From an optimization exercise on the open Yosys and OpenROAD flow, aimed at small area, a short achievable clock period and few clock cycles per item; shortcuts taken in it are not production practice.
Only simulation tests tie the RTL to the original design; equivalence was not proved.
No activity file was given, so power comes from the tool's default toggle rates.

== run A ==
## sigmoidLayer
module sigmoidLayer #(
    parameter int NUM_LANES = 10
) (
    input  logic                                 clk,
    input  logic                                 rst,
    input  logic                                 inValid,
    output logic                                 inReady,
    input  sigmoidPkg::preAct_t [NUM_LANES-1:0] inData,
    output logic                                 outValid,
    input  logic                                 outReady,
    output sigmoidPkg::act_t [NUM_LANES-1:0]    outData
);
Size in the first run: roughly 1700 cells after synthesis, about 330 I/O pins, ~0.011 sq mm of cells after synthesis.
clock: 4.5 ns
lec_check: 0
cap_margin: 20
core_margin: 2
core_utilization: 40
place_density: 0.6
setup_slack_margin: 1.5
slew_margin: 20
standard.sh (not shown) runs the stock make flow with config.mk's settings and CLKGATE_MAP_FILE= SYNTH_SCRIPT=/design/flow/synth_recipe.tcl, a recipe that flattens the netlist after the stock synthesis.
==> flow/flow/run.sh <==
#!/bin/bash
# Standard synthesis, then the combinational logic re-mapped by ABC for area (registers kept
# as the standard synthesis made them), then the standard layout from floorplan to finish.
set -euo pipefail
W=$(pwd)
R=$W/orfs/results/${FLOW_PLATFORM}/sigmoidLayer/base
L=$W/orfs/logs/${FLOW_PLATFORM}/sigmoidLayer/base
LIB=$FLOW_HOME/platforms/${FLOW_PLATFORM}/lib/sky130_fd_sc_hd__tt_025C_1v80.lib

# 1. The standard synthesis
bash standard.sh $R/1_2_yosys.v > $W/log_1_synth.txt 2>&1
cp $R/1_2_yosys.v $W/std_1_2_yosys.v

# 2. Re-map the combinational cells for area
python3 $W/flow/mkmap.py $LIB $W/comb_cells.v > $W/log_2_mkmap.txt 2>&1
DONTUSE=$(grep -o -- "-dont_use [A-Za-z0-9_]*" $L/1_2_yosys.log | sort -u | tr '\n' ' ')
if [[ -f $W/flow/remap.abc ]]; then
  cp $W/flow/remap.abc $W/remap.abc
else
  printf 'strash\ndch -f\nmap -a\ntopo\nstime -p\n' > $W/remap.abc
fi
# The logic from the registers to the outputs may get its own (faster) mapping first
OUTPASS=""
if [[ -f $W/flow/remap_out.abc ]]; then
  cp $W/flow/remap_out.abc $W/remap_out.abc
  OUTPASS="select -set oc o:outData %ci*:-sky130_fd_sc_hd__edfxtp_1
abc -liberty $LIB $DONTUSE -script $W/remap_out.abc @oc
select -clear"
fi
cat > $W/remap.ys <<EOS
read_liberty -lib $LIB
read_verilog $W/std_1_2_yosys.v
hierarchy -top $FLOW_TOP
techmap -map $W/comb_cells.v
techmap
opt -purge
$OUTPASS
abc -liberty $LIB $DONTUSE -script $W/remap.abc
opt_clean -purge
hilomap -singleton -hicell sky130_fd_sc_hd__conb_1 HI -locell sky130_fd_sc_hd__conb_1 LO
insbuf -buf sky130_fd_sc_hd__buf_4 A X
splitnets
opt_clean -purge
stat -liberty $LIB
write_verilog -noattr -noexpr -nohex -nodec $W/remap_1_2_yosys.v
EOS
yosys -s $W/remap.ys > $W/log_2_remap.txt 2>&1
cp $W/remap_1_2_yosys.v $R/1_2_yosys.v
touch $R/1_2_yosys.v

# 3. The standard layout, with the smallest buffer on the ports
export BUFFER_PORTS_ARGS="-buffer_cell ${PORT_BUFFER:-sky130_fd_sc_hd__buf_1}"
bash standard.sh > $W/log_3_layout.txt 2>&1
==> flow/flow/remap_out.abc <==
strash
dch -f
map -D 500
topo
stime -p
Other scripts of this flow, unchanged in this note and not shown: flow/flow/mkmap.py, flow/flow/remap.abc
Run A: done, clean on timing, DRC and antenna
Testbench counts of run A, summed over its fixed seeds: cycles 16,008, beats 16,000.
What run B does differently from run A at the input level:
diff --git a/flow/flow/run.sh b/flow/flow/run.sh
--- a/flow/flow/run.sh
+++ b/flow/flow/run.sh
@@ -30 +30,5 @@
-cat > $W/remap.ys <<EOS
+# One remap per seed of the area script (4 at a time); keep the smallest
+SEEDS=${REMAP_SEEDS:-$(cat $W/flow/remap_seeds 2>/dev/null || echo 1)}
+for S in $SEEDS; do
+  sed "s/-S [0-9]*/-S $S/" $W/remap.abc > $W/remap_s$S.abc
+  cat > $W/remap_s$S.ys <<EOS
@@ -38 +42 @@
-abc -liberty $LIB $DONTUSE -script $W/remap.abc
+abc -liberty $LIB $DONTUSE -script $W/remap_s$S.abc
@@ -44,2 +48,2 @@
-stat -liberty $LIB
-write_verilog -noattr -noexpr -nohex -nodec $W/remap_1_2_yosys.v
+tee -o $W/remap_s$S.stat stat -liberty $LIB
+write_verilog -noattr -noexpr -nohex -nodec $W/remap_s$S.v
@@ -47 +51,12 @@
-yosys -s $W/remap.ys > $W/log_2_remap.txt 2>&1
+  yosys -s $W/remap_s$S.ys > $W/log_2_remap_s$S.txt 2>&1 &
+  while (( $(jobs -r | wc -l) >= 4 )); do sleep 1; done
+done
+wait
+BEST=""; BESTA=""
+for S in $SEEDS; do
+  A=$(grep -o "Chip area for module .*: [0-9.]*" $W/remap_s$S.stat | awk '{print $NF}')
+  echo "seed $S area $A" >> $W/log_2_remap_pick.txt
+  if [[ -z "$BEST" ]] || python3 -c "import sys; sys.exit(0 if $A < $BESTA else 1)"; then BEST=$S; BESTA=$A; fi
+done
+echo "picked seed $BEST area $BESTA" >> $W/log_2_remap_pick.txt
+cp $W/remap_s$BEST.v $W/remap_1_2_yosys.v
@@ -51 +66 @@
-# 3. The standard layout, with the smallest buffer on the ports
+if [[ -f $W/flow/skip_tie_fanout ]]; then export SKIP_REPAIR_TIE_FANOUT=1; fi
==> flow/flow/remap_seeds (new file) <==
1 2 3 4
==> flow/flow/skip_tie_fanout (new file) <==
tie cells: one for all constant outputs
diff --git a/flow/config.mk b/flow/config.mk
--- a/flow/config.mk
+++ b/flow/config.mk
@@ -10,0 +11 @@
+export CTS_BUF_LIST = sky130_fd_sc_hd__clkbuf_8
@@ -12 +13 @@
-export SETUP_SLACK_MARGIN = 1.5
+export SETUP_SLACK_MARGIN = 1.9
==> notes.md <==
Re fraction of final layout cells sized beyond drive strength 1: run A was lower than run B.
Diff run B..run A | depth of the worst register-to-register path | unchanged
Of the two values seen for critical path launch point, dReg[9][1] was produced by run B and inData[6] by run A.
Summary — relative max-transition margin, run B relative to run A: lower, by 24 points.
For run B, the critical path's slowest cell was sky130_fd_sc_hd__edfxtp_1, unlike run A, where it was sky130_fd_sc_hd__buf_1.
Compared to run A, run B has maximum frequency 7.3% higher.
Modified inputs, run C compared to run B
diff --git a/flow/config.mk b/flow/config.mk
--- a/flow/config.mk
+++ b/flow/config.mk
@@ -10 +10 @@
-export CORE_UTILIZATION = 40
+export CORE_UTILIZATION = 55
@@ -12,2 +12,3 @@
-export PLACE_DENSITY = 0.6
-export SETUP_SLACK_MARGIN = 1.9
+export CTS_CLUSTER_SIZE = 30
+export PLACE_DENSITY = 0.65
+export SETUP_SLACK_MARGIN = 1.7
==> notes.md <==
- Top metal layer carrying routed signals: met4 -> run C, met5 -> run B
- Run C vs. run B: slack of the critical path moved down, quantity of gates resized following cts went down.
- Looking at overall global routing resource usage, run C sits 5.4 points higher than run B does.
- From run B to run C the numbers moved as follows: sequential portion of the cell area climbed 2.0 points; proportion of final cell area spent on non-clock buffers dropped 3.0 points; critical path depth climbed 5; global-route wire length before repair dropped 10%.
Input changes introduced in run D (baseline for comparison: run C):
==> flow/flow/remap_out.abc <==
strash
dch -f
map -D 700
topo
stime -p
diff --git a/flow/config.mk b/flow/config.mk
--- a/flow/config.mk
+++ b/flow/config.mk
@@ -10 +10 @@
-export CORE_UTILIZATION = 55
+export CORE_UTILIZATION = 40
@@ -12,2 +12,2 @@
-export CTS_CLUSTER_SIZE = 30
-export PLACE_DENSITY = 0.65
+export GPL_TIMING_DRIVEN = 1
+export PLACE_DENSITY = 0.6
==> notes.md <==
- Sort run C and run D by sequential share of power, descending, and run C comes first.
- Compared with run C, in run D share of cells above drive strength 1 higher, post-place setup slack higher, cell area higher, worst hold slack roughly the same.
- When run D is set beside run C, its non-clock buffer contribution to total cell area turns out to be 2.4 points larger.
- Highest clock rate, run D vs run C: down by a few percent
- Total power of run D is higher than that of run C.
- Going from run C to run D, the switching share of power was found to have gone down by 0.86 points.
- Run D vs run C: final non-filler cell total up
- The number of placed cells counting well taps in run D was higher than what run C gave.
Modified inputs, run E compared to run D
==> flow/flow/remap_out.abc <==
strash
dch -f
map -D 500
topo
stime -p
diff --git a/flow/config.mk b/flow/config.mk
--- a/flow/config.mk
+++ b/flow/config.mk
@@ -12 +11,0 @@
-export GPL_TIMING_DRIVEN = 1
@@ -14 +13 @@
-export SETUP_SLACK_MARGIN = 1.7
+export SETUP_SLACK_MARGIN = 1.5
Findings:
When run E is measured against run D, its core outline area turns out about 3% higher. Status: insertion delay of the later-clocked pin in the worst-skew pair parity (run E, run D). Reported for run E and run D, reported max-cap violation count turned out identical to the last digit. Portion of the layout cell area used by clock cells of run D is on par with run E. Worst setup slack, run E and run D, higher one = run D. Against run D as the reference, run E delivers a lower area growth from synthesis to final layout. The classification of the worst setup path comes out reg2out in one run and in2reg in the other, namely in run D and run E respectively.

-- port drivers added, routing unchanged --
No port has a modelled driver above. Below, the same layouts with a new extraction and two added sets of constraints.
Step 1 sets driving cells, clkbuf_16 on the clock port and buf_2 on the other inputs (assumed; they add their load-dependent delay and slew).
Step 2 moves the port delays by t, midway between the first and last clock arrival at a register: inputs arrive t later, outputs are due t later. That takes back most of the time a late clock gives input paths.
Three values: no drivers, after step 1, after step 2; two values: the first two.
run	t, ns	setup WS [ns]	clock arrival spread, ns	worst slew at a driven data input, ns	cell pins on the clock port's net
run A	0.395	1.680 / 1.704 / 1.309	0.008 / 0.008	0.07	1
run B	0.421	1.871 / 1.828 / 1.563	0.016 / 0.016	0.08	1
run C	0.416	1.822 / 1.786 / 1.408	0.017 / 0.017	0.09	1
run D	0.416	1.720 / 1.677 / 1.418	0.014 / 0.014	0.07	1
run E	0.408	1.624 / 1.615 / 1.206	0.015 / 0.015	0.08	1
After both steps every run listed still meets setup and hold. The setup slack of run E, which loses most, moves by -0.009 ns with the drivers and by -0.418 ns with both steps.
